What follows belongs to an exercise in optimizing a design on an open flow for small area, a short achievable clock period and few clock cycles per item; a production flow would make more cautious choices.
The RTL was checked by simulation tests, not by an equivalence proof against the original design.
No activity file was given, so power comes from the tool's default toggle rates.

--- flow/design.v ---
`default_nettype none
package ptns_pkg;
    localparam int TUNE_DEPTH_DEFAULT = 64;
    localparam int WORD_W     = 32;
    localparam int HALF_W     = 16;
    localparam int BYTE_W     = 8;
    localparam int CMD_W      = 2;
    localparam int VOLUME_W   = 2;
    localparam int ELAPSED_W  = 18;
    localparam int CFG_IDX_W  = 1;
    localparam int CFG_DATA_W = 16;
    localparam int DIV_STEPS  = 16;
    localparam int DIV_CNT_W  = $clog2(DIV_STEPS + 1);
    localparam logic [HALF_W-1:0]    TONE_CLOCK    = 16'd50000;
    localparam logic [HALF_W-1:0]    STOP_COMPARE  = 16'd5001;
    localparam logic [HALF_W-1:0]    STOP_PERIOD   = 16'd5000;
    localparam logic [HALF_W-1:0]    FIXED_COMPARE = 16'd5000;
    localparam logic [HALF_W-1:0]    PERIOD_RESET  = 16'd999;
    localparam logic [HALF_W-1:0]    COMPARE_RESET = 16'd500;
    localparam logic [ELAPSED_W-1:0] ELAPSED_MAX   = 18'h3FFFF;
    localparam logic [VOLUME_W-1:0]  VOLUME_RESET  = 2'd3;
    localparam logic [HALF_W-1:0]    PAUSE_RESET   = 16'd1;
    localparam logic [VOLUME_W-1:0] VOL_FIXED   = 2'd0;
    localparam logic [VOLUME_W-1:0] VOL_EIGHTH  = 2'd1;
    localparam logic [VOLUME_W-1:0] VOL_QUARTER = 2'd2;
    localparam logic [VOLUME_W-1:0] VOL_HALF    = 2'd3;
    localparam logic [CFG_IDX_W-1:0] CFG_VOLUME = 1'd0;
    localparam logic [CFG_IDX_W-1:0] CFG_PAUSE  = 1'd1;
    typedef enum logic [CMD_W-1:0] {
        CMD_LOAD = 2'd0,
        CMD_PLAY = 2'd1,
        CMD_TICK = 2'd2
    } cmd_code_t;
    typedef struct packed {
        logic [CMD_W-1:0]  command;
        logic [BYTE_W-1:0] word_address;
        logic [WORD_W-1:0] note_word;
        logic [BYTE_W-1:0] tune_start;
        logic [BYTE_W-1:0] request_priority;
    } in_item_t;
    typedef struct packed {
        logic              timer_enable;
        logic [HALF_W-1:0] period;
        logic [HALF_W-1:0] compare;
        logic              counter_restart;
        logic              pin_forced_low;
        logic              note_active;
        logic [BYTE_W-1:0] current_priority;
        logic [BYTE_W-1:0] note_index;
    } out_item_t;
    typedef struct packed {
        logic latch_in;
        logic play_take;
        logic tick_count;
        logic stop;
        logic addr_fetch;
        logic addr_load;
        logic reduce_step;
        logic mem_write;
        logic mem_read;
        logic apply_note;
        logic div_start;
        logic div_step;
        logic div_finish;
        logic out_load;
    } ctl_cmd_t;
    typedef struct packed {
        cmd_code_t command;
        logic      prio_ok;
        logic      expire;
        logic      addr_over;
        logic      tone_normal;
        logic      div_done;
        logic      out_busy;
    } ctl_status_t;
endpackage
`default_nettype wire
`default_nettype none
module ptns_ram #(
    parameter int WIDTH = 32,
    parameter int DEPTH = 64
) (
    input  wire logic                     clk,
    input  wire logic                     we,
    input  wire logic [$clog2(DEPTH)-1:0] waddr,
    input  wire logic [WIDTH-1:0]         wdata,
    input  wire logic [$clog2(DEPTH)-1:0] raddr,
    output logic      [WIDTH-1:0]         rdata
);
    logic [WIDTH-1:0] mem [DEPTH];
    always_ff @(posedge clk)
    begin
        if (we)
        begin
            mem[waddr] <= wdata;
        end
    end
    assign rdata = mem[raddr];
endmodule
`default_nettype wire
`default_nettype none
module ptns_div (
    input  wire logic        clk,
    input  wire logic        rst_n,
    input  wire logic        start,
    input  wire logic [15:0] tone,
    output logic             done,
    output logic [15:0]      quo
);
    localparam logic [15:0] N = 16'd50000;
    logic [15:0] d1_q;
    logic [17:0] d3_q;
    logic [15:0] rem_q;
    logic [15:0] quo_q;
    logic [3:0]  cnt_q;
    logic [3:0]  skip;
    always_comb
    begin
        skip = 4'd0;
        for (int i = 2; i < 16; i += 2)
        begin
            if ((tone >> i) != 16'd0) skip = 4'(i);
        end
    end
    logic [17:0] x;
    logic [18:0] s1, s2, s3;
    assign x  = {rem_q, quo_q[15:14]};
    assign s1 = {1'b0, x} - {3'b0, d1_q};
    assign s2 = {1'b0, x} - {2'b0, d1_q, 1'b0};
    assign s3 = {1'b0, x} - {1'b0, d3_q};
    always_ff @(posedge clk)
    begin
        if (start)
        begin
            d1_q  <= tone;
            d3_q  <= {2'b0, tone} + {1'b0, tone, 1'b0};
            rem_q <= 16'(N >> (5'd16 - {1'b0, skip}));
            quo_q <= N << skip;
        end
        else if (cnt_q != '0)
        begin
            if (!s3[18])
            begin
                rem_q <= s3[15:0];
                quo_q <= {quo_q[13:0], 2'd3};
            end
            else if (!s2[18])
            begin
                rem_q <= s2[15:0];
                quo_q <= {quo_q[13:0], 2'd2};
            end
            else if (!s1[18])
            begin
                rem_q <= s1[15:0];
                quo_q <= {quo_q[13:0], 2'd1};
            end
            else
            begin
                rem_q <= x[15:0];
                quo_q <= {quo_q[13:0], 2'd0};
            end
        end
    end
    always_ff @(posedge clk or negedge rst_n)
    begin
        if (!rst_n)
        begin
            cnt_q <= '0;
        end
        else if (start)
        begin
            cnt_q <= 4'd8 - {1'b0, skip[3:1]};
        end
        else if (cnt_q != '0)
        begin
            cnt_q <= cnt_q - 1'b1;
        end
    end
    assign done = (cnt_q == '0);
    assign quo  = quo_q;
endmodule
`default_nettype wire
`default_nettype none
module priority_tune_note_sequencer_unit #(
    parameter int TUNE_DEPTH = ptns_pkg::TUNE_DEPTH_DEFAULT
) (
    input  wire logic        clk,
    input  wire logic        rst_n,
    input  wire logic        req_valid,
    output logic             req_ready,
    input  wire logic [1:0]  req_command,
    input  wire logic [7:0]  req_word_address,
    input  wire logic [31:0] req_note_word,
    input  wire logic [7:0]  req_tune_start,
    input  wire logic [7:0]  req_request_priority,
    output logic             rsp_valid,
    input  wire logic        rsp_ready,
    output logic             rsp_timer_enable,
    output logic [15:0]      rsp_period,
    output logic [15:0]      rsp_compare,
    output logic             rsp_counter_restart,
    output logic             rsp_pin_forced_low,
    output logic             rsp_note_active,
    output logic [7:0]       rsp_current_priority,
    output logic [7:0]       rsp_note_index,
    input  wire logic        cfg_valid,
    output logic             cfg_ready,
    input  wire logic        cfg_index,
    input  wire logic [15:0] cfg_data
);
    localparam int DLY = 3;
    localparam logic [1:0] C_LOAD = 2'd0;
    localparam logic [1:0] C_PLAY = 2'd1;
    localparam logic [1:0] C_TICK = 2'd2;
    localparam logic [1:0] A_NONE   = 2'd0;
    localparam logic [1:0] A_HALT   = 2'd1;
    localparam logic [1:0] A_PAUSE  = 2'd2;
    localparam logic [1:0] A_NORMAL = 2'd3;
    typedef struct packed {
        logic       running;
        logic       restart;
        logic       stop;
        logic [1:0] action;
        logic       active;
        logic [7:0] prio;
        logic [7:0] index;
    } rec_t;
    logic [1:0]  volume_q;
    logic [15:0] pause_q;
    always_ff @(posedge clk or negedge rst_n)
    begin
        if (!rst_n)
        begin
            volume_q <= 2'd3;
            pause_q  <= 16'd1;
        end
        else if (cfg_valid)
        begin
            if (cfg_index) pause_q  <= cfg_data;
            else           volume_q <= cfg_data[1:0];
        end
    end
    assign cfg_ready = 1'b1;
    logic fs;        
    logic bs;        
    logic        sk_v;
    logic [1:0]  sk_cmd;
    logic [5:0]  sk_a;
    logic [31:0] sk_d;
    logic        r1_v;
    logic [1:0]  r1_cmd;
    logic [5:0]  r1_a;
    logic [31:0] r1_d;
    logic        acc;
    logic [5:0]  in_a;
    logic [31:0] in_d;
    assign req_ready = !sk_v;
    assign acc       = req_valid && !sk_v;
    assign in_a      = (req_command == C_PLAY) ? req_tune_start[5:0] : req_word_address[5:0];
    assign in_d      = (req_command == C_LOAD) ? req_note_word : {24'd0, req_request_priority};
    always_ff @(posedge clk or negedge rst_n)
    begin
        if (!rst_n)
        begin
            sk_v <= 1'b0;
            r1_v <= 1'b0;
        end
        else if (!fs)
        begin
            sk_v <= 1'b0;
            r1_v <= sk_v || acc;
        end
        else if (acc)
        begin
            sk_v <= 1'b1;
        end
    end
    always_ff @(posedge clk)
    begin
        if (fs && acc)
        begin
            sk_cmd <= req_command;
            sk_a   <= in_a;
            sk_d   <= in_d;
        end
        if (!fs)
        begin
            r1_cmd <= sk_v ? sk_cmd : req_command;
            r1_a   <= sk_v ? sk_a   : in_a;
            r1_d   <= sk_v ? sk_d   : in_d;
        end
    end
    logic [5:0]  naddr_q;    
    logic [5:0]  rd_addr;
    logic [31:0] rd_data;
    assign rd_addr = (r1_cmd == C_PLAY) ? r1_a : naddr_q;
    ptns_ram #(
        .WIDTH (32),
        .DEPTH (TUNE_DEPTH)
    ) u_tune_ram (
        .clk   (clk),
        .we    (r1_v && (r1_cmd == C_LOAD)),
        .waddr (r1_a),
        .wdata (r1_d),
        .raddr (rd_addr),
        .rdata (rd_data)
    );
    logic        r2_v;
    logic [1:0]  r2_cmd;
    logic [5:0]  r2_ts;
    logic [7:0]  r2_prio;
    logic [31:0] r2_w;
    always_ff @(posedge clk or negedge rst_n)
    begin
        if (!rst_n)
        begin
            r2_v <= 1'b0;
        end
        else if (!fs)
        begin
            r2_v <= r1_v;
        end
    end
    always_ff @(posedge clk)
    begin
        if (!fs)
        begin
            r2_cmd  <= r1_cmd;
            r2_ts   <= r1_a;
            r2_prio <= r1_d[7:0];
            r2_w    <= rd_data;
        end
    end
    logic [7:0]  prio_q;
    logic [7:0]  index_q;
    logic        active_q;   
    logic        running_q;
    logic [16:0] left_q;     
    logic        end_q;      
    logic [15:0] tone;
    logic [15:0] wlen;
    logic        is_play;
    logic        is_tick;
    logic        note;
    logic        tone_zero;
    logic        tone_pause;
    logic        normal;
    logic        fire;
    logic        div_busy_q;
    logic        hz;
    assign tone       = r2_w[31:16];
    assign wlen       = r2_w[15:0];
    assign is_play    = (r2_cmd == C_PLAY);
    assign is_tick    = (r2_cmd == C_TICK);
    assign note       = (is_play && (r2_prio >= prio_q)) || (is_tick && end_q);
    assign tone_zero  = (tone == '0);
    assign tone_pause = (tone == pause_q);
    assign normal     = note && !tone_zero && !tone_pause;
    assign hz         = r2_v && normal && div_busy_q;
    assign fs         = bs || hz;
    assign fire       = r2_v && !fs;
    rec_t rec;
    always_comb
    begin
        rec.running = running_q;
        rec.restart = 1'b0;
        rec.stop    = 1'b0;
        rec.action  = A_NONE;
        rec.active  = active_q;
        rec.prio    = prio_q;
        rec.index   = index_q;
        if (note)
        begin
            rec.index  = is_play ? 8'd1 : index_q + 8'd1;
            rec.prio   = (wlen == '0) ? 8'd0 : (is_play ? r2_prio : prio_q);
            rec.active = !tone_zero && (wlen != '0);
            if (tone_zero || (is_tick && tone_pause))
            begin
                rec.running = 1'b0;
                rec.restart = 1'b1;
                rec.stop    = 1'b1;
                rec.action  = A_HALT;
            end
            else if (tone_pause)
            begin
                rec.running = 1'b0;
                rec.action  = A_PAUSE;
            end
            else
            begin
                rec.running = 1'b1;
                rec.restart = 1'b1;
                rec.stop    = is_tick;
                rec.action  = A_NORMAL;
            end
        end
    end
    always_ff @(posedge clk or negedge rst_n)
    begin
        if (!rst_n)
        begin
            prio_q    <= '0;
            index_q   <= '0;
            active_q  <= 1'b0;
            running_q <= 1'b0;
            end_q     <= 1'b0;
        end
        else if (fire)
        begin
            prio_q    <= rec.prio;
            index_q   <= rec.index;
            active_q  <= rec.active;
            running_q <= rec.running;
            if (note)
            begin
                end_q <= 1'b0;
            end
            else if (is_tick && active_q)
            begin
                end_q <= (left_q == 17'd1);
            end
        end
    end
    always_ff @(posedge clk)
    begin
        if (fire)
        begin
            if (note)
            begin
                naddr_q <= (is_play ? r2_ts : naddr_q) + 6'd1;
                left_q  <= {wlen, 1'b0};
            end
            else if (is_tick)
            begin
                left_q  <= left_q - 17'd1;
            end
        end
    end
    logic        div_done;
    logic [15:0] div_q;
    logic        o_take_normal;
    ptns_div u_div (
        .clk   (clk),
        .rst_n (rst_n),
        .start (fire && normal),
        .tone  (tone),
        .done  (div_done),
        .quo   (div_q)
    );
    always_ff @(posedge clk or negedge rst_n)
    begin
        if (!rst_n)
        begin
            div_busy_q <= 1'b0;
        end
        else if (fire && normal)
        begin
            div_busy_q <= 1'b1;
        end
        else if (o_take_normal)
        begin
            div_busy_q <= 1'b0;
        end
    end
    logic [DLY-1:0] d_v;
    localparam int RW = 22;   
    logic [DLY*RW-1:0] d_rec;
    always_ff @(posedge clk or negedge rst_n)
    begin
        if (!rst_n)
        begin
            d_v <= '0;
        end
        else if (!bs)
        begin
            d_v <= {d_v[DLY-2:0], fire};
        end
    end
    always_ff @(posedge clk)
    begin
        if (!bs)
        begin
            d_rec <= {d_rec[(DLY-1)*RW-1:0], rec};
        end
    end
    rec_t        head;
    logic        head_v;
    logic        o_v;
    rec_t        o_rec;
    logic [15:0] o_period;
    logic [15:0] o_compare;
    logic        o_load;
    assign head   = d_rec[DLY*RW-1 -: RW];
    assign head_v = d_v[DLY-1];
    assign bs     = (o_v && !rsp_ready) || (head_v && (head.action == A_NORMAL) && !div_done);
    assign o_load = !bs && head_v;
    assign o_take_normal = o_load && (head.action == A_NORMAL);
    always_ff @(posedge clk or negedge rst_n)
    begin
        if (!rst_n)
        begin
            o_v       <= 1'b0;
            o_period  <= 16'd999;
            o_compare <= 16'd500;
        end
        else
        begin
            o_v <= bs ? (o_v && !rsp_ready) : head_v;
            if (o_load)
            begin
                case (head.action)
                    A_HALT:
                    begin
                        o_period  <= 16'd5000;
                        o_compare <= 16'd5001;
                    end
                    A_PAUSE:
                    begin
                        o_compare <= 16'd5001;
                    end
                    A_NORMAL:
                    begin
                        o_period <= div_q;
                        case (volume_q)
                            2'd0:    o_compare <= 16'd5000;
                            2'd1:    o_compare <= div_q >> 3;
                            2'd2:    o_compare <= div_q >> 2;
                            default: o_compare <= div_q >> 1;
                        endcase
                    end
                    default: ;
                endcase
            end
        end
    end
    always_ff @(posedge clk)
    begin
        if (o_load)
        begin
            o_rec <= head;
        end
    end
    assign rsp_valid            = o_v;
    assign rsp_timer_enable     = o_rec.running;
    assign rsp_period           = o_period;
    assign rsp_compare          = o_compare;
    assign rsp_counter_restart  = o_rec.restart;
    assign rsp_pin_forced_low   = o_rec.stop;
    assign rsp_note_active      = o_rec.active;
    assign rsp_current_priority = o_rec.prio;
    assign rsp_note_index       = o_rec.index;
endmodule
`default_nettype wire
--- flow/run.sh ---
#!/bin/bash
# synth_recipe.tcl (not shown) runs the flow's synth.tcl, then flattens the netlist and writes it again
# the make line also repeats each setting of config.mk as NAME=value (left out here)
make -C /OpenROAD-flow-scripts/flow DESIGN_CONFIG=/design/flow/config.mk WORK_HOME=/design/flow/orfs CLKGATE_MAP_FILE= SYNTH_SCRIPT=/design/flow/synth_recipe.tcl finish
--- flow/config.mk ---
export PLATFORM = sky130hd
export DESIGN_NAME = priority_tune_note_sequencer_unit
export DESIGN_NICKNAME = priority_tune_note_sequencer_unit
export VERILOG_FILES = /design/flow/design.v
export SDC_FILE = /design/flow/constraint.sdc
export NUM_CORES = 4
export LEC_CHECK = 0
export CAP_MARGIN = 20
export CORE_MARGIN = 2
export CORE_UTILIZATION = 40
export SLEW_MARGIN = 20
--- flow/constraint.sdc ---
create_clock -name core_clock -period 6.0 [get_ports {clk}]
set_input_delay 1.2000 -clock core_clock [delete_from_list [all_inputs] [get_ports {clk}]]
set_output_delay 1.2000 -clock core_clock [all_outputs]
set_load 0.01 [all_outputs]
==> flow_summary.json, run 1 <==
{
  "status": "finished clean",
  "yosysTopAreaCell": "edfxtp_1",
  "dpl_worst_slack_ns": 1.35,
  "drt_iter0_markers": 5590,
  "start_util_pct": 40.2,
  "grt_pass1_wl_mm": 357,
  "path_class": "flip-flop to flip-flop",
  "whs_ns": 0.169,
  "finalSetupViolCount": 0,
  "syn_area_per_cell_sq_um": 19.0,
  "synth_edf_count": 2347,
  "crit_slowest_cell": "a211oi_1",
  "postCtsSetupRepairBufs": 0,
  "io_buffers": 128,
  "final_cell_area_sq_mm": 0.112,
  "die_area_sq_mm": 0.248,
  "grt_pass1_vias": 51800,
  "die_x_microns": 498,
  "detail-route-antenna-nets": 0,
  "ys_types": 76,
  "cts_hold_buf": 0,
  "max-cap-violations": 0,
  "rrSetupSlack_ns": 1.40,
  "synth_top_flop_cell": "edfxtp_1",
  "syn_area_sq_mm": 0.0976,
  "ys_ff_latch": 2427,
  "io_pins": 135,
  "routedWlPerCell_microns": 27.9,
  "vias_per_cell": 5.71,
  "area_delta_synth_final_pct": 14.8,
  "drcViolationCount": 0,
  "cts.repair.resized": 0,
  "clock_latency_ns": 0.88,
  "period_minus_slack_ns": 4.60,
  "ys_async_sr_fraction_pct": 3.30,
  "finClkSkew_ns": 0.0408,
  "slew-limit-headroom_pct": 20.4,
  "yosys-top-cells-area": "edfxtp_1 (72%), mux4_2 (12%), dfrtp_1 (1.6%)",
  "gp_congestion": 0.816,
  "dpl_cell_area_sq_mm": 0.104,
  "ys_warn_count": 3,
  "fillers": 20400,
  "num_vias": 50600,
  "drive_gt1_share_pct": 22.5,
  "yosysMostFrequentCell": "edfxtp_1",
  "synthCells": 5136,
  "period_share_pct": 76.7,
  "antenna_found_initial": 10,
  "slew_violations": 0,
  "synth_fp_nets": 5315,
  "fp.coreArea_sq_mm": 0.243,
  "p_leak_nw": 36.1,
  "pwr_density_cell_mw_per_mm2": 462,
  "dp_hpwl_mm": 140,
  "grt_overflow": 0,
  "clk_pin_slew_ns": 0.06,
  "groute.usage.overall_pct": 19.6,
  "crit_fanout": 14,
  "fmax_mhz": 217,
  "total_power_mw": 51.7,
  "numCtsBuffers": 232,
  "max-vdd-ir-drop_v": 0.000416,
  "synth_top_area_share_pct": 72.2,
  "slowest_delay_ns": 0.98,
  "finalHoldViolCount": 0,
  "synth_common_cells": "edfxtp_1 (2347), mux4_2 (512), nand2_1 (360)",
  "cp_top_family": "compound AO/OA/AOI/OAI gates",
  "crit_required_ns": 6.57,
  "crit_chain": "nor2b_2, buf_4, mux2i_4, buf_4, mux4_2, and2_1, a211oi_1, a31oi_1, a211oi_1, a21oi_1",
  "rsz0062_at_grt": "no",
  "cts-htree-levels": 4,
  "critPathBufInv": 2,
  "grt_max_degree": 106,
  "tritoncts": "yes",
  "final_util_pct": 46.1,
  "critPathCaptureType": "flip-flop",
  "hp-class": "primary input to asynchronous set/reset pin",
  "critPathLaunchType": "flip-flop",
  "rows": 181,
  "first_pass_iters": 6,
  "ys_seq_area_share_pct": 74.3,
  "clockRootBuffer": "clkbuf_16",
  "routed_wirelength_mm": 247,
  "worst_slew_pin_slew_ns": 1.19,
  "nNetsFinal": 5627,
  "crit_arrival_ns": 5.18,
  "clockBufferDepth": 3,
  "cts_sinks": 2427,
  "fp.dieH_microns": 498,
  "final.setup.worst_slack_ns": 1.40
}
-- path summary, 6_finish.rpt --
path                       startpoint          to  depth (start not counted)
max                         r1_cmd[1]    r2_w[13]                         10
min                             rst_n  pause_q[2]                          1
max reg2reg                 r1_cmd[1]    r2_w[13]                         10
min reg2reg                 d_rec[26]   d_rec[48]                          0
max in group asynchronous       rst_n   prio_q[3]                          2
min in group core_clock     d_rec[26]   d_rec[48]                          0
-- sequential cells by signal, indices dropped and copies added, names as in the netlist, 16 cells and up --
register	cells
o_period	16
u_div.quo_q	16
left_q	17
pause_q	16
d_rec	63
u_div.rem_q	16
sk_d	32
o_rec	20
r2_w	32
u_div.d3_q	18
r1_d	32
u_tune_ram.mem	2048
-- routing by layer --
layer,routed length [microns],global-route usage (%),vias up,part of all wire (%)
li1,-,-,21500,-
met1,101000,26.6,26900,41
met4,7070,5.88,0,2.9
met3,17200,3.29,353,7.0
met2,121000,32.7,1869,49
met5,0,0,-,0
-- power by group --
group          leakage [nW]  switching, mW  internal, mW
clock                  3.76           6.39          8.50
sequential             22.4          0.803          22.0
combinational          10.0           9.05          4.95
-- placed cells by master, fill, tap and decap left out, types with 35 or more instances in the layout --
| cell | instances |
|---|---|
| a211oi_1 | 169 |
| a21oi_1 | 127 |
| a311oi_1 | 64 |
| a31oi_1 | 74 |
| and2_1 | 161 |
| buf_12 | 36 |
| buf_4 | 182 |
| clkbuf_1 | 51 |
| clkbuf_16 | 235 |
| clkdlybuf4s50_1 | 127 |
| clkinv_1 | 41 |
| clkinv_2 | 46 |
| dfrtp_1 | 63 |
| edfxtp_1 | 2347 |
| ha_1 | 95 |
| inv_1 | 98 |
| mux2_2 | 92 |
| mux4_2 | 512 |
| nand2_1 | 360 |
| nor2_1 | 105 |
| nor2_4 | 63 |
| nor3_1 | 35 |
| o21ai_0 | 81 |
| xnor2_1 | 39 |
| xor2_1 | 44 |
-- through the flow --
stage               TNS (ns)  cells
global placement           0   8410
floorplan             -16.98   5136
CTS                        0   8846
detailed placement         0   8415
finish                     0   8849
global route               0   8847
-- cell families after synthesis --
logic type                 synth area share (%)
and+or+nand+nor                            4.15
AOI/OAI and AO/OA                          4.65
DFF                                        74.3
adders and majority gates                  1.30
xor gates and xnor gates                  0.745
other                                   0.00769
buffers and inverters                      1.74
muxes                                      13.2
-- area by class of cell --
cell class,count,area (sq um),share of cell area (%)
Tap cell,3202,4010,3.58
Inverter,98,368,0.328
Clock inverter,140,1570,1.40
Multi-Input combinational cell,2343,24100,21.5
Clock buffer,291,6140,5.48
Timing Repair Buffer,346,3390,3.02
Sequential cell,2427,72500,64.7
Antenna cell,2,5.00,0.00447
Testbench counts, summed over its fixed seeds: cycles 6,655, items 6,112.
==> run 2: changes to the inputs <==
--- a/flow/design.v
+++ b/flow/design.v
@@ -80,22 +80,31 @@
     parameter int WIDTH = 32,
     parameter int DEPTH = 64
 ) (
-    input  wire logic                     clk,
-    input  wire logic                     we,
-    input  wire logic [$clog2(DEPTH)-1:0] waddr,
-    input  wire logic [WIDTH-1:0]         wdata,
-    input  wire logic [$clog2(DEPTH)-1:0] raddr,
-    output logic      [WIDTH-1:0]         rdata
+    input  wire logic              clk,
+    input  wire logic              we,
+    input  wire logic [DEPTH-1:0]  sel,
+    input  wire logic [WIDTH-1:0]  wdata,
+    output logic      [WIDTH-1:0]  rdata
 );
     logic [WIDTH-1:0] mem [DEPTH];
     always_ff @(posedge clk)
     begin
-        if (we)
+        for (int i = 0; i < DEPTH; i++)
         begin
-            mem[waddr] <= wdata;
+            if (we && sel[i])
+            begin
+                mem[i] <= wdata;
+            end
+        end
+    end
+    always_comb
+    begin
+        rdata = '0;
+        for (int i = 0; i < DEPTH; i++)
+        begin
+            rdata = rdata | (mem[i] & {WIDTH{sel[i]}});
         end
     end
-    assign rdata = mem[raddr];
 endmodule
 `default_nettype wire
 `default_nettype none
@@ -104,24 +113,41 @@
     input  wire logic        rst_n,
     input  wire logic        start,
     input  wire logic [15:0] tone,
+    output logic             hit,      
     output logic             done,
     output logic [15:0]      quo
 );
     localparam logic [15:0] N = 16'd50000;
+    logic        have_q;
     logic [15:0] d1_q;
     logic [17:0] d3_q;
     logic [15:0] rem_q;
     logic [15:0] quo_q;
     logic [3:0]  cnt_q;
-    logic [3:0]  skip;
+    logic [2:0]  skip;
     always_comb
     begin
-        skip = 4'd0;
-        for (int i = 2; i < 16; i += 2)
+        skip = 3'd0;
+        for (int i = 1; i < 8; i++)
         begin
-            if ((tone >> i) != 16'd0) skip = 4'(i);
+            if ((tone >> (2 * i)) != 16'd0) skip = 3'(i);
         end
     end
+    logic [15:0] rem0;
+    logic [15:0] quo0;
+    always_comb
+    begin
+        case (skip)
+            3'd0:    begin rem0 = 16'd0;            quo0 = N;        end
+            3'd1:    begin rem0 = 16'(N >> 14);     quo0 = N << 2;   end
+            3'd2:    begin rem0 = 16'(N >> 12);     quo0 = N << 4;   end
+            3'd3:    begin rem0 = 16'(N >> 10);     quo0 = N << 6;   end
+            3'd4:    begin rem0 = 16'(N >> 8);      quo0 = N << 8;   end
+            3'd5:    begin rem0 = 16'(N >> 6);      quo0 = N << 10;  end
+            3'd6:    begin rem0 = 16'(N >> 4);      quo0 = N << 12;  end
+            default: begin rem0 = 16'(N >> 2);      quo0 = N << 14;  end
+        endcase
+    end
     logic [17:0] x;
     logic [18:0] s1, s2, s3;
     assign x  = {rem_q, quo_q[15:14]};
@@ -134,8 +160,8 @@
         begin
             d1_q  <= tone;
             d3_q  <= {2'b0, tone} + {1'b0, tone, 1'b0};
-            rem_q <= 16'(N >> (5'd16 - {1'b0, skip}));
-            quo_q <= N << skip;
+            rem_q <= rem0;
+            quo_q <= quo0;
         end
         else if (cnt_q != '0)
         begin
@@ -165,17 +191,20 @@
     begin
         if (!rst_n)
         begin
-            cnt_q <= '0;
+            have_q <= 1'b0;
+            cnt_q  <= '0;
         end
         else if (start)
         begin
-            cnt_q <= 4'd8 - {1'b0, skip[3:1]};
+            have_q <= 1'b1;
+            cnt_q  <= 4'd8 - {1'b0, skip};
         end
         else if (cnt_q != '0)
         begin
             cnt_q <= cnt_q - 1'b1;
         end
     end
+    assign hit  = have_q && (tone == d1_q);
     assign done = (cnt_q == '0);
     assign quo  = quo_q;
 endmodule
@@ -208,7 +237,7 @@
     input  wire logic        cfg_index,
     input  wire logic [15:0] cfg_data
 );
-    localparam int DLY = 3;
+    localparam int DLY = 5;
     localparam logic [1:0] C_LOAD = 2'd0;
     localparam logic [1:0] C_PLAY = 2'd1;
     localparam logic [1:0] C_TICK = 2'd2;
@@ -249,15 +278,21 @@
     logic [31:0] sk_d;
     logic        r1_v;
     logic [1:0]  r1_cmd;
-    logic [5:0]  r1_a;
+    logic [5:0]  r1_a;       
+    logic [63:0] r1_sel;     
     logic [31:0] r1_d;
     logic        acc;
     logic [5:0]  in_a;
     logic [31:0] in_d;
+    logic [1:0]  nx_cmd;
+    logic [5:0]  nx_a;
+    logic [5:0]  naddr_q;    
     assign req_ready = !sk_v;
     assign acc       = req_valid && !sk_v;
     assign in_a      = (req_command == C_PLAY) ? req_tune_start[5:0] : req_word_address[5:0];
     assign in_d      = (req_command == C_LOAD) ? req_note_word : {24'd0, req_request_priority};
+    assign nx_cmd    = sk_v ? sk_cmd : req_command;
+    assign nx_a      = (nx_cmd == C_TICK) ? naddr_q : (sk_v ? sk_a : in_a);
     always_ff @(posedge clk or negedge rst_n)
     begin
         if (!rst_n)
@@ -285,24 +320,21 @@
         end
         if (!fs)
         begin
-            r1_cmd <= sk_v ? sk_cmd : req_command;
-            r1_a   <= sk_v ? sk_a   : in_a;
-            r1_d   <= sk_v ? sk_d   : in_d;
+            r1_cmd <= nx_cmd;
+            r1_a   <= nx_a;
+            r1_sel <= 64'd1 << nx_a;
+            r1_d   <= sk_v ? sk_d : in_d;
         end
     end
-    logic [5:0]  naddr_q;    
-    logic [5:0]  rd_addr;
     logic [31:0] rd_data;
-    assign rd_addr = (r1_cmd == C_PLAY) ? r1_a : naddr_q;
     ptns_ram #(
         .WIDTH (32),
         .DEPTH (TUNE_DEPTH)
     ) u_tune_ram (
         .clk   (clk),
         .we    (r1_v && (r1_cmd == C_LOAD)),
-        .waddr (r1_a),
+        .sel   (r1_sel),
         .wdata (r1_d),
-        .raddr (rd_addr),
         .rdata (rd_data)
     );
     logic        r2_v;
@@ -346,7 +378,11 @@
     logic        tone_pause;
     logic        normal;
     logic        fire;
-    logic        div_busy_q;
+    logic [2:0]  nrec_q;     
+    logic        qh_v;       
+    logic [15:0] qh_q;
+    logic        need_div;   
+    logic        div_hit;
     logic        hz;
     assign tone       = r2_w[31:16];
     assign wlen       = r2_w[15:0];
@@ -356,7 +392,8 @@
     assign tone_zero  = (tone == '0);
     assign tone_pause = (tone == pause_q);
     assign normal     = note && !tone_zero && !tone_pause;
-    assign hz         = r2_v && normal && div_busy_q;
+    assign need_div   = (nrec_q != {2'b0, qh_v});
+    assign hz         = r2_v && normal && !div_hit && need_div;
     assign fs         = bs || hz;
     assign fire       = r2_v && !fs;
     rec_t rec;
@@ -438,12 +475,16 @@
     end
     logic        div_done;
     logic [15:0] div_q;
+    logic        div_start;
     logic        o_take_normal;
+    assign div_start = r2_v && !div_hit && !need_div
+                    && (normal || (is_tick && !note && !tone_zero && !tone_pause));
     ptns_div u_div (
         .clk   (clk),
         .rst_n (rst_n),
-        .start (fire && normal),
+        .start (div_start),
         .tone  (tone),
+        .hit   (div_hit),
         .done  (div_done),
         .quo   (div_q)
     );
@@ -451,15 +492,27 @@
     begin
         if (!rst_n)
         begin
-            div_busy_q <= 1'b0;
+            nrec_q <= '0;
+            qh_v   <= 1'b0;
         end
-        else if (fire && normal)
+        else
         begin
-            div_busy_q <= 1'b1;
+            nrec_q <= nrec_q + 3'(fire && normal) - 3'(o_take_normal);
+            if (o_take_normal)
+            begin
+                qh_v <= 1'b0;
+            end
+            else if (!qh_v && (nrec_q != '0) && div_done)
+            begin
+                qh_v <= 1'b1;
+            end
         end
-        else if (o_take_normal)
+    end
+    always_ff @(posedge clk)
+    begin
+        if (!qh_v)
         begin
-            div_busy_q <= 1'b0;
+            qh_q <= div_q;
         end
     end
     logic [DLY-1:0] d_v;
@@ -492,7 +545,7 @@
     logic        o_load;
     assign head   = d_rec[DLY*RW-1 -: RW];
     assign head_v = d_v[DLY-1];
-    assign bs     = (o_v && !rsp_ready) || (head_v && (head.action == A_NORMAL) && !div_done);
+    assign bs     = (o_v && !rsp_ready) || (head_v && (head.action == A_NORMAL) && !qh_v);
     assign o_load = !bs && head_v;
     assign o_take_normal = o_load && (head.action == A_NORMAL);
     always_ff @(posedge clk or negedge rst_n)
@@ -520,12 +573,12 @@
                     end
                     A_NORMAL:
                     begin
-                        o_period <= div_q;
+                        o_period <= qh_q;
                         case (volume_q)
                             2'd0:    o_compare <= 16'd5000;
-                            2'd1:    o_compare <= div_q >> 3;
-                            2'd2:    o_compare <= div_q >> 2;
-                            default: o_compare <= div_q >> 1;
+                            2'd1:    o_compare <= qh_q >> 3;
+                            2'd2:    o_compare <= qh_q >> 2;
+                            default: o_compare <= qh_q >> 1;
                         endcase
                     end
                     default: ;
--- a/flow/config.mk
+++ b/flow/config.mk
@@ -8,4 +8,5 @@
 export CAP_MARGIN = 20
 export CORE_MARGIN = 2
 export CORE_UTILIZATION = 40
+export SETUP_SLACK_MARGIN = 3
 export SLEW_MARGIN = 20
==> flow_summary.json, run 2 <==
{
  "gp_congestion": 0.875,
  "num_vias": 62100,
  "regMostFlops": "u_tune_ram.mem",
  "ys_seq_area_share_pct": 79.2,
  "detail-route-antenna-nets": 0,
  "yosysTopAreaCell": "edfxtp_1",
  "pwr_density_cell_mw_per_mm2": 556,
  "dpl_worst_slack_ns": 1.47,
  "path_class": "primary input to flip-flop",
  "synth_top_area_share_pct": 76.9,
  "final_common_cell": "edfxtp_1",
  "grt_pass1_wl_mm": 485,
  "dp_hpwl_mm": 203,
  "final.setup.worst_slack_ns": 2.85,
  "start_util_pct": 40.1,
  "worst_slew_pin_slew_ns": 1.06,
  "crit_required_ns": 6.77,
  "area_delta_synth_final_pct": 17.8,
  "layout_common_cells": "edfxtp_1 (2469), a22o_1 (520), a221oi_1 (512)",
  "crit_chain": "clkdlybuf4s50_1, nand2b_1, o31a_4, inv_8, nor2_2, nand2_1, buf_4, nor2_2, ha_1, inv_1, ha_4, inv_2, fa_2, xnor2_2, xnor2_1",
  "fmax_mhz": 317,
  "crit_slowest_cell": "clkdlybuf4s50_1",
  "rsz0062_at_grt": "yes",
  "slew_violations": 0,
  "clk_pin_slew_ns": 0.07,
  "grt_max_degree": 89,
  "syn_area_per_cell_sq_um": 18.0,
  "io_pins": 135,
  "total_power_mw": 63.1,
  "max-cap-violations": 0,
  "cts_sinks": 2555,
  "synth_top_flop_cell": "edfxtp_1",
  "vias_per_cell": 6.69,
  "final_util_pct": 47.3,
  "ys_types": 84,
  "synthCells": 5348,
  "crit_fanout": 33,
  "io_buffers": 128,
  "p_seq_share_pct": 42.8,
  "period_share_pct": 52.5,
  "p_sw_share_pct": 36.9,
  "syn_area_sq_mm": 0.0964,
  "die_x_microns": 495,
  "finalSetupTns_ns": 0,
  "die_area_sq_mm": 0.245,
  "groute.usage.overall_pct": 29.1,
  "first_pass_iters": 7,
  "drive_gt1_share_pct": 18.8,
  "numCtsBuffers": 237,
  "synth_edf_count": 2469,
  "clock_latency_ns": 0.91,
  "yosys-top-cells-area": "edfxtp_1 (77%), a22o_1 (4.7%), a221oi_1 (4.7%)",
  "top_regs": "u_tune_ram.mem: 2048 flops, d_rec: 105 flops, r1_sel: 64 flops",
  "ys_ff_latch": 2555,
  "rows": 180,
  "antenna_found_initial": 29,
  "yosysMostFrequentCell": "edfxtp_1",
  "grt_pass1_vias": 56400,
  "period_minus_slack_ns": 3.15,
  "slowest_delay_ns": 0.47,
  "crit_arrival_ns": 3.92,
  "fillers": 20100,
  "status": "finished clean",
  "critPathCaptureType": "flip-flop",
  "max-vdd-ir-drop_v": 0.000413,
  "critPathLaunchType": "primary input",
  "synth_fp_nets": 5528,
  "whs_ns": 0.229,
  "nNetsFinal": 6050,
  "fp.dieH_microns": 495,
  "finalHoldViolCount": 0,
  "grt_overflow": 0,
  "largest_reg_flops": 2048,
  "pwr-share-clk_pct": 23.7,
  "hp-class": "primary input to asynchronous set/reset pin",
  "p_leak_nw": 38.0,
  "p_int_mw": 39.9,
  "finalSetupViolCount": 0,
  "slew-limit-headroom_pct": 29.3,
  "ys_async_sr_fraction_pct": 3.37,
  "crit_top_cell": "nor2_2",
  "fp.coreArea_sq_mm": 0.240,
  "clockBufferDepth": 3,
  "clockRootBuffer": "clkbuf_16",
  "routedWlPerCell_microns": 39.9,
  "ys_warn_count": 4,
  "finClkSkew_ns": 0.0597,
  "cts-htree-levels": 4,
  "drcViolationCount": 0,
  "drt_iter0_markers": 13100,
  "synth_common_cells": "edfxtp_1 (2469), a22o_1 (520), a221oi_1 (513)",
  "power.switching_mw": 23.3,
  "pwr-share-comb_pct": 33.6,
  "routed_wirelength_mm": 370,
  "tritoncts": "yes"
}
[run 2: changes by cell type after synthesis, sizes merged, moves of 122 or more]
cell / change
edfxtp: +122
nand4: +132
nand2: -215
mux4: -512
a211oi: -159
a221oi: +507
a22o: +513
[run 2: routing by layer]
layer / part of all wire, % / global-route usage [%]
met5: 0.039 / 0
met2: 43 / 42.8
met3: 16 / 9.50
met4: 5.9 / 13.8
met1: 35 / 39.0
[run 2: final timing paths]
kind / startpoint / slack (ns) / cells past startpoint / end
max in group asynchronous: rst_n / 4.55 / 2 / pause_q[5]
min in group core_clock: d_rec[63] / 0.40 / 0 / d_rec[85]
worst max register to register: u_div.d3_q[0] / 2.87 / 12 / u_div.rem_q[12]
worst max-delay path: rsp_ready / 2.85 / 15 / nrec_q[2]
worst min register to register: d_rec[63] / 0.40 / 0 / d_rec[85]
worst min-delay path: rst_n / 0.23 / 1 / active_q
[run 2: timing repair]
item / 4_1_cts / 5_1_grt
setup endpoints to repair: 1655 / 516
pin swaps: 47 / 64
hold buffers: 0 / 0
gates resized for setup: 204 / 179
gates cloned: 8 / 23
setup buffers: 99 / 80
endpoints found under the hold margin: 0 / 0
[run 2: layout make-up]
class	count	area [sq um]	area share (%)
Clock buffer	300	6260	5.52
Inverter	102	410	0.362
Clock inverter	144	1320	1.16
Sequential cell	2555	76300	67.2
Timing Repair inverter	1	8.76	0.00772
Antenna cell	11	27.5	0.0242
Tap cell	3185	3990	3.51
Timing Repair Buffer	570	5500	4.85
Multi-Input combinational cell	2403	19700	17.3
[run 2: critical path: cells and delay by family]
kind,cells,cell delay [ns]
buffers and inverters,5,0.88
AO/OA/AOI/OAI,1,0.24
XOR/XNOR,2,0.28
AND/OR/NAND/NOR,4,0.56
adder cells (fa/ha/maj),3,0.74
[run 2: kinds of logic (layout without fill, tap and decap cells)]
kind of cell    Yosys count  count (layout)  share of synthesized area, %
compound gates         1340            1344                          11.5
xor+xnor                 98              98                         0.891
fa+ha+maj               100             100                          1.34
buf+inv                 396            1117                          1.61
flops                  2555            2555                          79.2
mux                     113             113                          1.35
other cells               2              13                       0.00779
simple gates            744             746                          4.12
[run 2: power by group through the flow]
stage          clock [mW]  sequential, mW  combinational (mW)
3_5_place_dp            0            27.6                17.7
6_report             15.0            27.0                21.2
5_1_grt              15.6            27.2                21.2
3_3_place_gp            0            27.5                17.4
2_1_floorplan           0            28.0                8.03
4_1_cts              14.9            26.9                19.0
[run 2: stage by stage]
step                      std cells  cell area, sq um
after floorplan                5348             96500
after detailed placement       8606            103000
final                          9271            114000
after global routing           9261            113000
after global placement         8602            102000
after CTS                      9157            112000
Testbench counts of run 2, summed over its fixed seeds: cycles 6,396, items 6,112.
==> run 3: changes to the inputs <==
--- a/flow/design.v
+++ b/flow/design.v
@@ -241,19 +241,11 @@
     localparam logic [1:0] C_LOAD = 2'd0;
     localparam logic [1:0] C_PLAY = 2'd1;
     localparam logic [1:0] C_TICK = 2'd2;
-    localparam logic [1:0] A_NONE   = 2'd0;
-    localparam logic [1:0] A_HALT   = 2'd1;
-    localparam logic [1:0] A_PAUSE  = 2'd2;
-    localparam logic [1:0] A_NORMAL = 2'd3;
-    typedef struct packed {
-        logic       running;
-        logic       restart;
-        logic       stop;
-        logic [1:0] action;
-        logic       active;
-        logic [7:0] prio;
-        logic [7:0] index;
-    } rec_t;
+    localparam logic [1:0] A_NONE   = 2'd0;    
+    localparam logic [1:0] A_HALT   = 2'd1;    
+    localparam logic [1:0] A_PAUSE  = 2'd2;    
+    localparam logic [1:0] A_NORMAL = 2'd3;    
+    localparam int RW = 20;
     logic [1:0]  volume_q;
     logic [15:0] pause_q;
     always_ff @(posedge clk or negedge rst_n)
@@ -366,7 +358,6 @@
     logic [7:0]  prio_q;
     logic [7:0]  index_q;
     logic        active_q;   
-    logic        running_q;
     logic [16:0] left_q;     
     logic        end_q;      
     logic [15:0] tone;
@@ -378,9 +369,6 @@
     logic        tone_pause;
     logic        normal;
     logic        fire;
-    logic [2:0]  nrec_q;     
-    logic        qh_v;       
-    logic [15:0] qh_q;
     logic        need_div;   
     logic        div_hit;
     logic        hz;
@@ -392,62 +380,54 @@
     assign tone_zero  = (tone == '0);
     assign tone_pause = (tone == pause_q);
     assign normal     = note && !tone_zero && !tone_pause;
-    assign need_div   = (nrec_q != {2'b0, qh_v});
     assign hz         = r2_v && normal && !div_hit && need_div;
     assign fs         = bs || hz;
     assign fire       = r2_v && !fs;
-    rec_t rec;
+    logic [RW-1:0] rec;
+    logic [1:0]    rec_action;
+    logic          rec_active;
+    logic [7:0]    rec_prio;
+    logic [7:0]    rec_index;
     always_comb
     begin
-        rec.running = running_q;
-        rec.restart = 1'b0;
-        rec.stop    = 1'b0;
-        rec.action  = A_NONE;
-        rec.active  = active_q;
-        rec.prio    = prio_q;
-        rec.index   = index_q;
+        rec_action = A_NONE;
+        rec_active = active_q;
+        rec_prio   = prio_q;
+        rec_index  = index_q;
         if (note)
         begin
-            rec.index  = is_play ? 8'd1 : index_q + 8'd1;
-            rec.prio   = (wlen == '0) ? 8'd0 : (is_play ? r2_prio : prio_q);
-            rec.active = !tone_zero && (wlen != '0);
+            rec_index  = is_play ? 8'd1 : index_q + 8'd1;
+            rec_prio   = (wlen == '0) ? 8'd0 : (is_play ? r2_prio : prio_q);
+            rec_active = !tone_zero && (wlen != '0);
             if (tone_zero || (is_tick && tone_pause))
             begin
-                rec.running = 1'b0;
-                rec.restart = 1'b1;
-                rec.stop    = 1'b1;
-                rec.action  = A_HALT;
+                rec_action = A_HALT;
             end
             else if (tone_pause)
             begin
-                rec.running = 1'b0;
-                rec.action  = A_PAUSE;
+                rec_action = A_PAUSE;
             end
             else
             begin
-                rec.running = 1'b1;
-                rec.restart = 1'b1;
-                rec.stop    = is_tick;
-                rec.action  = A_NORMAL;
+                rec_action = A_NORMAL;
             end
         end
     end
+    assign rec = {rec_action, is_tick, rec_active, rec_prio, rec_index};
     always_ff @(posedge clk or negedge rst_n)
     begin
         if (!rst_n)
         begin
-            prio_q    <= '0;
-            index_q   <= '0;
-            active_q  <= 1'b0;
-            running_q <= 1'b0;
-            end_q     <= 1'b0;
+            prio_q   <= '0;
+            index_q  <= '0;
+            active_q <= 1'b0;
+            end_q    <= 1'b0;
         end
         else if (fire)
         begin
-            prio_q    <= rec.prio;
-            index_q   <= rec.index;
-            active_q  <= rec.active;
-            running_q <= rec.running;
+            prio_q   <= rec_prio;
+            index_q  <= rec_index;
+            active_q <= rec_active;
             if (note)
             begin
                 end_q <= 1'b0;
@@ -458,13 +438,23 @@
             end
         end
     end
+    always_ff @(posedge clk or negedge rst_n)
+    begin
+        if (!rst_n)
+        begin
+            naddr_q <= '0;
+        end
+        else if (fire && note)
+        begin
+            naddr_q <= (is_play ? r2_ts : naddr_q) + 6'd1;
+        end
+    end
     always_ff @(posedge clk)
     begin
         if (fire)
         begin
             if (note)
             begin
-                naddr_q <= (is_play ? r2_ts : naddr_q) + 6'd1;
                 left_q  <= {wlen, 1'b0};
             end
             else if (is_tick)
@@ -476,7 +466,24 @@
     logic        div_done;
     logic [15:0] div_q;
     logic        div_start;
+    logic        qh_v;       
+    logic [15:0] qh_q;
     logic        o_take_normal;
+    logic [DLY-1:0] d_v;
+    logic [DLY-1:0] d_normal;
+    logic        nrec_any;   
+    logic        nrec_two;   
+    always_comb
+    begin
+        nrec_any = 1'b0;
+        nrec_two = 1'b0;
+        for (int i = 0; i < DLY; i++)
+        begin
+            nrec_two = nrec_two || (nrec_any && d_normal[i]);
+            nrec_any = nrec_any || d_normal[i];
+        end
+    end
+    assign need_div  = nrec_two || (nrec_any && !qh_v);
     assign div_start = r2_v && !div_hit && !need_div
                     && (normal || (is_tick && !note && !tone_zero && !tone_pause));
     ptns_div u_div (
@@ -492,20 +499,15 @@
     begin
         if (!rst_n)
         begin
-            nrec_q <= '0;
-            qh_v   <= 1'b0;
+            qh_v <= 1'b0;
         end
-        else
+        else if (o_take_normal)
         begin
-            nrec_q <= nrec_q + 3'(fire && normal) - 3'(o_take_normal);
-            if (o_take_normal)
-            begin
-                qh_v <= 1'b0;
-            end
-            else if (!qh_v && (nrec_q != '0) && div_done)
-            begin
-                qh_v <= 1'b1;
-            end
+            qh_v <= 1'b0;
+        end
+        else if (!qh_v && nrec_any && div_done)
+        begin
+            qh_v <= 1'b1;
         end
     end
     always_ff @(posedge clk)
@@ -515,18 +517,18 @@
             qh_q <= div_q;
         end
     end
-    logic [DLY-1:0] d_v;
-    localparam int RW = 22;   
     logic [DLY*RW-1:0] d_rec;
     always_ff @(posedge clk or negedge rst_n)
     begin
         if (!rst_n)
         begin
-            d_v <= '0;
+            d_v      <= '0;
+            d_normal <= '0;
         end
         else if (!bs)
         begin
-            d_v <= {d_v[DLY-2:0], fire};
+            d_v      <= {d_v[DLY-2:0], fire};
+            d_normal <= {d_normal[DLY-2:0], fire && normal};
         end
     end
     always_ff @(posedge clk)
@@ -536,23 +538,31 @@
             d_rec <= {d_rec[(DLY-1)*RW-1:0], rec};
         end
     end
-    rec_t        head;
-    logic        head_v;
-    logic        o_v;
-    rec_t        o_rec;
-    logic [15:0] o_period;
-    logic [15:0] o_compare;
-    logic        o_load;
-    assign head   = d_rec[DLY*RW-1 -: RW];
-    assign head_v = d_v[DLY-1];
-    assign bs     = (o_v && !rsp_ready) || (head_v && (head.action == A_NORMAL) && !qh_v);
-    assign o_load = !bs && head_v;
-    assign o_take_normal = o_load && (head.action == A_NORMAL);
+    logic [RW-1:0] head;
+    logic [1:0]    head_action;
+    logic          head_v;
+    logic          o_v;
+    logic          o_running;
+    logic          o_restart;
+    logic          o_stop;
+    logic          o_active;
+    logic [7:0]    o_prio;
+    logic [7:0]    o_index;
+    logic [15:0]   o_period;
+    logic [15:0]   o_compare;
+    logic          o_load;
+    assign head          = d_rec[DLY*RW-1 -: RW];
+    assign head_action   = head[19:18];
+    assign head_v        = d_v[DLY-1];
+    assign bs            = (o_v && !rsp_ready) || (d_normal[DLY-1] && !qh_v);
+    assign o_load        = !bs && head_v;
+    assign o_take_normal = !bs && d_normal[DLY-1];
     always_ff @(posedge clk or negedge rst_n)
     begin
         if (!rst_n)
         begin
             o_v       <= 1'b0;
+            o_running <= 1'b0;
             o_period  <= 16'd999;
             o_compare <= 16'd500;
         end
@@ -561,19 +571,22 @@
             o_v <= bs ? (o_v && !rsp_ready) : head_v;
             if (o_load)
             begin
-                case (head.action)
+                case (head_action)
                     A_HALT:
                     begin
+                        o_running <= 1'b0;
                         o_period  <= 16'd5000;
                         o_compare <= 16'd5001;
                     end
                     A_PAUSE:
                     begin
+                        o_running <= 1'b0;
                         o_compare <= 16'd5001;
                     end
                     A_NORMAL:
                     begin
-                        o_period <= qh_q;
+                        o_running <= 1'b1;
+                        o_period  <= qh_q;
                         case (volume_q)
                             2'd0:    o_compare <= 16'd5000;
                             2'd1:    o_compare <= qh_q >> 3;
@@ -590,17 +603,21 @@
     begin
         if (o_load)
         begin
-            o_rec <= head;
+            o_restart <= (head_action == A_HALT) || (head_action == A_NORMAL);
+            o_stop    <= (head_action == A_HALT) || ((head_action == A_NORMAL) && head[17]);
+            o_active  <= head[16];
+            o_prio    <= head[15:8];
+            o_index   <= head[7:0];
         end
     end
     assign rsp_valid            = o_v;
-    assign rsp_timer_enable     = o_rec.running;
+    assign rsp_timer_enable     = o_running;
     assign rsp_period           = o_period;
     assign rsp_compare          = o_compare;
-    assign rsp_counter_restart  = o_rec.restart;
-    assign rsp_pin_forced_low   = o_rec.stop;
-    assign rsp_note_active      = o_rec.active;
-    assign rsp_current_priority = o_rec.prio;
-    assign rsp_note_index       = o_rec.index;
+    assign rsp_counter_restart  = o_restart;
+    assign rsp_pin_forced_low   = o_stop;
+    assign rsp_note_active      = o_active;
+    assign rsp_current_priority = o_prio;
+    assign rsp_note_index       = o_index;
 endmodule
 `default_nettype wire
--- a/flow/config.mk
+++ b/flow/config.mk
@@ -8,5 +8,7 @@
 export CAP_MARGIN = 20
 export CORE_MARGIN = 2
 export CORE_UTILIZATION = 40
+export CTS_CLUSTER_DIAMETER = 80
+export CTS_CLUSTER_SIZE = 24
 export SETUP_SLACK_MARGIN = 3
 export SLEW_MARGIN = 20
==> flow_summary.json, run 3 <==
{
  "status": "finished clean",
  "slowest_delay_ns": 0.75,
  "pwr-share-comb_pct": 28.8,
  "die_area_sq_mm": 0.244,
  "critPathCaptureType": "flip-flop",
  "power.switching_mw": 16.0,
  "max-cap-violations": 0,
  "p_leak_nw": 35.4,
  "io_buffers": 128,
  "top_regs": "u_tune_ram.mem: 2048 flops, d_rec: 100 flops, r1_sel: 64 flops",
  "clockRootBuffer": "clkbuf_16",
  "crit_slowest_cell": "and2_4",
  "crit_fanout": 70,
  "multi_input_area_sq_mm": 0.0193,
  "syn_area_sq_mm": 0.0960,
  "area_delta_synth_final_pct": 12.5,
  "synth_top_flop_cell": "edfxtp_1",
  "critPathLaunchType": "flip-flop",
  "fillers": 20300,
  "pwr-share-clk_pct": 20.5,
  "fmax_mhz": 318,
  "numCtsBuffers": 121,
  "drt_iter0_markers": 13900,
  "cts_sinks": 2551,
  "synth_fp_nets": 5515,
  "slew_violations": 0,
  "worst_slew_pin_slew_ns": 1.16,
  "ys_seq_area_share_pct": 79.3,
  "vias_per_cell": 6.81,
  "crit_required_ns": 6.47,
  "detail-route-antenna-nets": 0,
  "synth_top_area_share_pct": 76.8,
  "finalHoldViolCount": 0,
  "clk_pin_slew_ns": 0.10,
  "rrSetupSlack_ns": 2.86,
  "yosys-top-cells-area": "edfxtp_1 (77%), a22o_1 (4.7%), a221oi_1 (4.6%)",
  "final_common_cell": "edfxtp_1",
  "yosysTopAreaCell": "edfxtp_1",
  "clock_latency_ns": 0.85,
  "hp-class": "primary input to asynchronous set/reset pin",
  "tritoncts": "yes",
  "io_pins": 135,
  "drcViolationCount": 0,
  "gp_congestion": 0.866,
  "synthCells": 5337,
  "groute.usage.overall_pct": 29.0,
  "grt_overflow": 0,
  "crit_chain": "nor3b_2, bufbuf_8, and2_4, buf_4",
  "regMostFlops": "u_tune_ram.mem",
  "finalSetupTns_ns": 0,
  "ys_warn_count": 4,
  "grt_max_degree": 85,
  "ff2ff_path_depth": 4,
  "final_cell_area_sq_mm": 0.108,
  "cts_hold_buf": 0,
  "p_seq_share_pct": 50.7,
  "max-vdd-ir-drop_v": 0.000323,
  "p_sw_share_pct": 34.3,
  "p_int_mw": 30.7,
  "synth_edf_count": 2457,
  "yosysMostFrequentCell": "edfxtp_1",
  "fp.dieH_microns": 494,
  "pwr_density_cell_mw_per_mm2": 433,
  "grt_pass1_wl_mm": 481,
  "register_area_sq_mm": 0.0762,
  "routed_wirelength_mm": 367,
  "routedWlPerCell_microns": 41.1,
  "grt_pass1_vias": 55000,
  "finClkSkew_ns": 0.0851,
  "r2r-end": "u_tune_ram.mem[37][28]",
  "start_util_pct": 40.3,
  "crit_arrival_ns": 3.61,
  "path_class": "flip-flop to flip-flop",
  "synth_common_cells": "edfxtp_1 (2457), a22o_1 (514), a221oi_1 (505)",
  "die_x_microns": 494,
  "ys_ff_latch": 2551,
  "rows": 179,
  "finalSetupViolCount": 0,
  "largest_reg_flops": 2048,
  "syn_area_per_cell_sq_um": 18.0,
  "total_power_mw": 46.8,
  "first_pass_iters": 6,
  "slew-limit-headroom_pct": 22.5,
  "num_vias": 60800,
  "fp.coreArea_sq_mm": 0.238,
  "ys_types": 84,
  "dpl_cell_area_sq_mm": 0.102,
  "rsz0062_at_grt": "yes",
  "layout_common_cells": "edfxtp_1 (2457), a22o_1 (514), a221oi_1 (503)",
  "dp_hpwl_mm": 198,
  "nNetsFinal": 5885,
  "drive_gt1_share_pct": 14.7,
  "period_share_pct": 52.3,
  "antenna_found_initial": 15,
  "cts-htree-levels": 3,
  "clockBufferDepth": 3,
  "ys_async_sr_fraction_pct": 3.68,
  "crit-reg2reg-launch": "r1_cmd[0]",
  "period_minus_slack_ns": 3.14
}
-- run 3: cell types whose count changed after synthesis, sizes merged, moves of 12 or more --
cell and change:
edfxtp -12, clkbuf -21, nor3 -18, nor2 +16, o31ai -12, a21oi +31
a22oi +15
-- run 3: worst max-delay path, delay by kind of cell, from the launching register on --
family	cells	cell delay (ns)
buffers and inverters	2	1.11
flip-flops	1	0.44
AND/OR/NAND/NOR	2	0.92
-- run 3: area by class of cell --
type,count,area share [%]
timing repair buffer,509,4.31
sequential,2551,70.5
timing repair inverter,4,0.0799
tap,3167,3.67
clock buffer,144,3.00
clock inverter,16,0.237
antenna,16,0.0371
multi-input combinational,2425,17.8
inverter,95,0.367
-- run 3: timing repair --
action | in CTS | in global routing
setup endpoints to repair | 1688 | 627
buffers inserted | 70 | 79
pin swaps | 25 | 50
hold endpoints to repair | 0 | 0
resized for setup | 173 | 94
gates cloned | 11 | 6
-- run 3: cells by family (layout without fill, tap and decap cells) --
family	count (synthesis)	in the layout	share of synthesized area, %
XOR/XNOR	98	98	0.894
AO/OA/AOI/OAI	1352	1353	11.5
buffers and inverters	371	768	1.49
other	2	18	0.00782
adder cells (fa/ha/maj)	98	98	1.31
AND/OR/NAND/NOR	752	761	4.14
flip-flops	2551	2551	79.3
multiplexers	113	113	1.29
-- run 3: how the worst max path moves through the flow --
stage	from	end	slack (ns)
global placement	rsp_ready	o_period[15]	1.81
finish	r1_cmd[0]	u_tune_ram.mem[37][28]	2.86
detailed placement	rsp_ready	o_period[11]	1.70
global route	u_div.rem_q[0]	u_div.rem_q[13]	2.84
CTS	r2_prio[5]	sk_d[9]	2.87
floorplan	rsp_ready	d_normal[2]	2.91
-- run 3: power by group through the flow --
stage / combinational, mW / sequential, mW / clock (mW)
finish: 13.5 / 23.7 / 9.57
global placement: 11.6 / 24.2 / 0
floorplan: 5.45 / 24.5 / 0
CTS: 12.5 / 23.7 / 9.52
detailed placement: 11.8 / 24.2 / 0
global route: 13.6 / 23.9 / 10.1
-- run 3: through the flow --
step	setup slack, ns	hold WS, ns	util (%)	std cells
3_5_place_dp	1.70	0.405	42.9	8585
6_report	2.86	0.416	45.3	8927
5_1_grt	2.84	0.430	45.3	8912
2_1_floorplan	2.91	0.400	-	5337
4_1_cts	2.87	0.416	44.9	8826
3_3_place_gp	1.81	0.401	42.9	8582
-- run 3: layer usage --
layer	vias to the layer above	global-route usage, %	part of all wire [%]
met3	1232	8.17	15
met4	2	15.3	6.8
met5	-	0	0.0019
li1	22700	-	-
met2	5708	43.6	43
met1	31100	38.3	34
Testbench counts of run 3, summed over its fixed seeds: cycles 6,396, items 6,112.
==> run 4: changes to the inputs <==
--- a/flow/design.v
+++ b/flow/design.v
@@ -81,7 +81,7 @@
     parameter int DEPTH = 64
 ) (
     input  wire logic              clk,
-    input  wire logic              we,
+    input  wire logic [DEPTH/8-1:0] wg,    
     input  wire logic [DEPTH-1:0]  sel,
     input  wire logic [WIDTH-1:0]  wdata,
     output logic      [WIDTH-1:0]  rdata
@@ -91,7 +91,7 @@
     begin
         for (int i = 0; i < DEPTH; i++)
         begin
-            if (we && sel[i])
+            if (wg[i / 8] && sel[i])
             begin
                 mem[i] <= wdata;
             end
@@ -154,37 +154,46 @@
     assign s1 = {1'b0, x} - {3'b0, d1_q};
     assign s2 = {1'b0, x} - {2'b0, d1_q, 1'b0};
     assign s3 = {1'b0, x} - {1'b0, d3_q};
+    logic [15:0] rem_n;
+    logic [1:0]  dig;
+    always_comb
+    begin
+        if (!s3[18])
+        begin
+            rem_n = s3[15:0];
+            dig   = 2'd3;
+        end
+        else if (!s2[18])
+        begin
+            rem_n = s2[15:0];
+            dig   = 2'd2;
+        end
+        else if (!s1[18])
+        begin
+            rem_n = s1[15:0];
+            dig   = 2'd1;
+        end
+        else
+        begin
+            rem_n = x[15:0];
+            dig   = 2'd0;
+        end
+    end
+    always_ff @(posedge clk)
+    begin
+        rem_q <= start ? rem0 : rem_n;
+    end
     always_ff @(posedge clk)
     begin
         if (start)
         begin
             d1_q  <= tone;
             d3_q  <= {2'b0, tone} + {1'b0, tone, 1'b0};
-            rem_q <= rem0;
             quo_q <= quo0;
         end
         else if (cnt_q != '0)
         begin
-            if (!s3[18])
-            begin
-                rem_q <= s3[15:0];
-                quo_q <= {quo_q[13:0], 2'd3};
-            end
-            else if (!s2[18])
-            begin
-                rem_q <= s2[15:0];
-                quo_q <= {quo_q[13:0], 2'd2};
-            end
-            else if (!s1[18])
-            begin
-                rem_q <= s1[15:0];
-                quo_q <= {quo_q[13:0], 2'd1};
-            end
-            else
-            begin
-                rem_q <= x[15:0];
-                quo_q <= {quo_q[13:0], 2'd0};
-            end
+            quo_q <= {quo_q[13:0], dig};
         end
     end
     always_ff @(posedge clk or negedge rst_n)
@@ -272,6 +281,7 @@
     logic [1:0]  r1_cmd;
     logic [5:0]  r1_a;       
     logic [63:0] r1_sel;     
+    logic [7:0]  r1_wg;      
     logic [31:0] r1_d;
     logic        acc;
     logic [5:0]  in_a;
@@ -315,6 +325,7 @@
             r1_cmd <= nx_cmd;
             r1_a   <= nx_a;
             r1_sel <= 64'd1 << nx_a;
+            r1_wg  <= ((sk_v || acc) && (nx_cmd == C_LOAD)) ? (8'd1 << nx_a[5:3]) : 8'd0;
             r1_d   <= sk_v ? sk_d : in_d;
         end
     end
@@ -324,7 +335,7 @@
         .DEPTH (TUNE_DEPTH)
     ) u_tune_ram (
         .clk   (clk),
-        .we    (r1_v && (r1_cmd == C_LOAD)),
+        .wg    (r1_wg),
         .sel   (r1_sel),
         .wdata (r1_d),
         .rdata (rd_data)
--- a/flow/config.mk
+++ b/flow/config.mk
@@ -5,6 +5,7 @@
 export SDC_FILE = /design/flow/constraint.sdc
 export NUM_CORES = 4
 export LEC_CHECK = 0
+export ABC_AREA = 1
 export CAP_MARGIN = 20
 export CORE_MARGIN = 2
 export CORE_UTILIZATION = 40
==> flow_summary.json, run 4 <==
{
  "fp.coreArea_sq_mm": 0.246,
  "ys_ff_latch": 2559,
  "p_seq_share_pct": 44.8,
  "cp_top_family": "simple AND/OR/NAND/NOR gates",
  "finClkSkew_ns": 0.0484,
  "synth_top_flop_cell": "edfxtp_1",
  "crit_arrival_ns": 3.43,
  "p_sw_share_pct": 41.9,
  "final_util_pct": 44.9,
  "largest_reg_flops": 2048,
  "critPathLaunchType": "flip-flop",
  "vias_per_cell": 6.10,
  "rows": 182,
  "critPathBufInv": 1,
  "pwr-share-clk_pct": 17.0,
  "start_util_pct": 40.3,
  "path_class": "flip-flop to flip-flop",
  "clockRootBuffer": "clkbuf_16",
  "ys_warn_count": 4,
  "fmax_mhz": 318,
  "pwr-share-comb_pct": 38.2,
  "status": "finished clean",
  "finalSetupViolCount": 0,
  "ys_types": 53,
  "ys_async_sr_fraction_pct": 3.67,
  "numCtsBuffers": 132,
  "drive_gt1_share_pct": 8.23,
  "max-vdd-ir-drop_v": 0.000475,
  "clk_pin_slew_ns": 0.10,
  "cts-htree-levels": 4,
  "period_minus_slack_ns": 3.15,
  "first_pass_iters": 6,
  "ys_seq_area_share_pct": 76.8,
  "crit_top_cell": "nand4_1",
  "rsz0062_at_grt": "yes",
  "max-cap-violations": 0,
  "synthCells": 7537,
  "cts_hold_buf": 0,
  "grt_pass1_wl_mm": 514,
  "routedWlPerCell_microns": 34.6,
  "crit_slowest_cell": "nand4_1",
  "slew_violations": 0,
  "io_buffers": 128,
  "finalSetupTns_ns": 0,
  "slew-limit-headroom_pct": 12.5,
  "crit_required_ns": 6.28,
  "pwr_density_cell_mw_per_mm2": 536,
  "detail-route-antenna-nets": 0,
  "io_pins": 135,
  "nNetsFinal": 7973,
  "yosys-top-cells-area": "edfxtp_1 (74%), nand2_1 (9.9%), nand4_1 (3.5%)",
  "area_delta_synth_final_pct": 11.5,
  "regMostFlops": "u_tune_ram.mem",
  "dpl_worst_slack_ns": 1.50,
  "yosysTopAreaCell": "edfxtp_1",
  "synth_common_cells": "nand2_1 (2617), edfxtp_1 (2449), nand4_1 (549)",
  "dp_hpwl_mm": 215,
  "crit_fanout": 12,
  "grt_pass1_vias": 61000,
  "gp_congestion": 0.907,
  "yosysMostFrequentCell": "nand2_1",
  "final.setup.worst_slack_ns": 2.85,
  "worst_slew_pin_slew_ns": 1.31,
  "fillers": 21900,
  "synth_fp_nets": 7715,
  "die_area_sq_mm": 0.252,
  "final_cell_count_no_fill": 11200,
  "finalHoldViolCount": 0,
  "num_vias": 68100,
  "power.switching_mw": 24.9,
  "period_share_pct": 52.5,
  "rrSetupSlack_ns": 2.85,
  "slowest_delay_ns": 0.86,
  "top_regs": "u_tune_ram.mem: 2048 flops, d_rec: 100 flops, r1_sel: 64 flops",
  "drt_iter0_markers": 14000,
  "routed_wirelength_mm": 386,
  "drcViolationCount": 0,
  "groute.usage.overall_pct": 29.9,
  "fp.dieH_microns": 502,
  "die_x_microns": 502,
  "grt_max_degree": 66,
  "clock_latency_ns": 0.84,
  "place_inst": 10900,
  "synth_edf_count": 2449,
  "synth_top_area_share_pct": 74.1,
  "antenna_found_initial": 29,
  "layout_common_cells": "nand2_1 (2603), edfxtp_1 (2449), nand4_1 (549)",
  "syn_area_sq_mm": 0.0992,
  "crit_chain": "buf_4, nand2_1, nand4_1, nor4_1, nand4_1",
  "total_power_mw": 59.3,
  "tritoncts": "yes",
  "hp-class": "flip-flop to flip-flop",
  "critPathCaptureType": "flip-flop",
  "grt_overflow": 0,
  "p_int_mw": 34.5,
  "syn_area_per_cell_sq_um": 13.2,
  "p_leak_nw": 38.8,
  "final_common_cell": "nand2_1",
  "clockBufferDepth": 3,
  "cts_sinks": 2559
}
## run 4: worst reg2reg max path: cells and delay by family, from the launching register on
kind,cells,cell delay [ns]
flops,1,0.59
simple gates,4,1.64
buf+inv,1,0.35
## run 4: cells by family (layout without fill, tap and decap cells)
family                     Yosys count  count (layout)  share of synthesized area [%]
adders and majority gates           98              98                           1.27
muxes                                4               4                         0.0441
AOI/OAI and AO/OA                  386             386                           2.42
other                                2              17                        0.00757
DFF                               2559            2559                           76.8
and+or+nand+nor                   3750            3753                           16.3
xor gates and xnor gates            59              59                          0.521
buffers and inverters              679             978                           2.62
## run 4: per-layer routing
metal  part of all wire (%)  global-route usage (%)
met4                    6.1                    14.8
met1                     36                    40.0
met2                     42                    44.1
met3                     16                    9.46
met5                  0.044                       0
## run 4: metrics by stage
stage	instance area, sq um	hold WS (ns)
2_1_floorplan	99300	0.400
3_3_place_gp	105000	0.401
3_5_place_dp	105000	0.405
4_1_cts	110000	0.419
5_1_grt	111000	0.428
6_report	111000	0.418
## run 4: layout make-up
class / count / area [sq um] / area share, %
Antenna cell: 15 / 37.5 / 0.0339
Clock buffer: 145 / 3420 / 3.09
Clock inverter: 33 / 363 / 0.328
Inverter: 355 / 1400 / 1.26
Multi-Input combinational cell: 4302 / 20800 / 18.8
Sequential cell: 2559 / 76200 / 68.9
Tap cell: 3312 / 4140 / 3.75
Timing Repair Buffer: 443 / 4250 / 3.84
Timing Repair inverter: 2 / 8.76 / 0.00792
## run 4: timing repair
item | 4_1_cts | 5_1_grt
gates resized for setup | 88 | 63
pin swaps | 14 | 14
setup endpoints to repair | 629 | 340
buffers inserted | 45 | 25
cloned | 8 | 2
## run 4: power by group through the flow
stage | clock (mW) | sequential [mW] | combinational [mW]
after floorplan | 0 | 27.3 | 8.85
after global placement | 0 | 27.3 | 19.8
after detailed placement | 0 | 27.3 | 20.2
after CTS | 10.0 | 26.6 | 21.2
after global routing | 10.6 | 26.8 | 22.8
final | 10.1 | 26.6 | 22.7
## run 4: final timing paths
| kind | start | to | depth (start not counted) |
|---|---|---|---|
| setup / recovery | r1_sel[18] | r2_w[9] | 5 |
| hold / removal | d_rec[82] | o_index[2] | 0 |
| setup reg to reg | r1_sel[18] | r2_w[9] | 5 |
| hold reg to reg | d_rec[82] | o_index[2] | 0 |
| max in group asynchronous | rst_n | pause_q[2] | 2 |
| min in group asynchronous | rst_n | naddr_q[5] | 1 |
Testbench counts of run 4, summed over its fixed seeds: cycles 6,396, items 6,112.

-- afterwards: timing with drivers on the ports --
How much do the figures lean on ideal ports? The routed layouts below were timed once more, with nothing changed but the port constraints. Step 1 sets driving cells, clkbuf_16 on the clock port and buf_2 on the other inputs (assumed; they add their load-dependent delay and slew). Step 2, shift: input delay + t, output delay - t, t = (earliest + latest rising clock arrival at the registers) / 2. This alone moves slack from input paths to output paths. Slacks: ideal ports / drivers / drivers and shift; pairs: ideal ports / drivers.
run | t, ns | slack for setup (ns) | worst setup path after step 2
run 1 | 0.948 | 1.397 / 1.397 / 1.386 | input to register
run 2 | 0.975 | 2.849 / 2.872 / 1.943 | input to register
run 3 | 0.904 | 2.860 / 2.860 / 2.205 | input to register
run 4 | 0.915 | 2.853 / 2.853 / 2.201 | input to register
After both steps setup and hold are still met in every run listed. For run 2, which loses most, drivers alone change the setup slack by +0.023 ns; drivers and shift together by -0.906 ns.
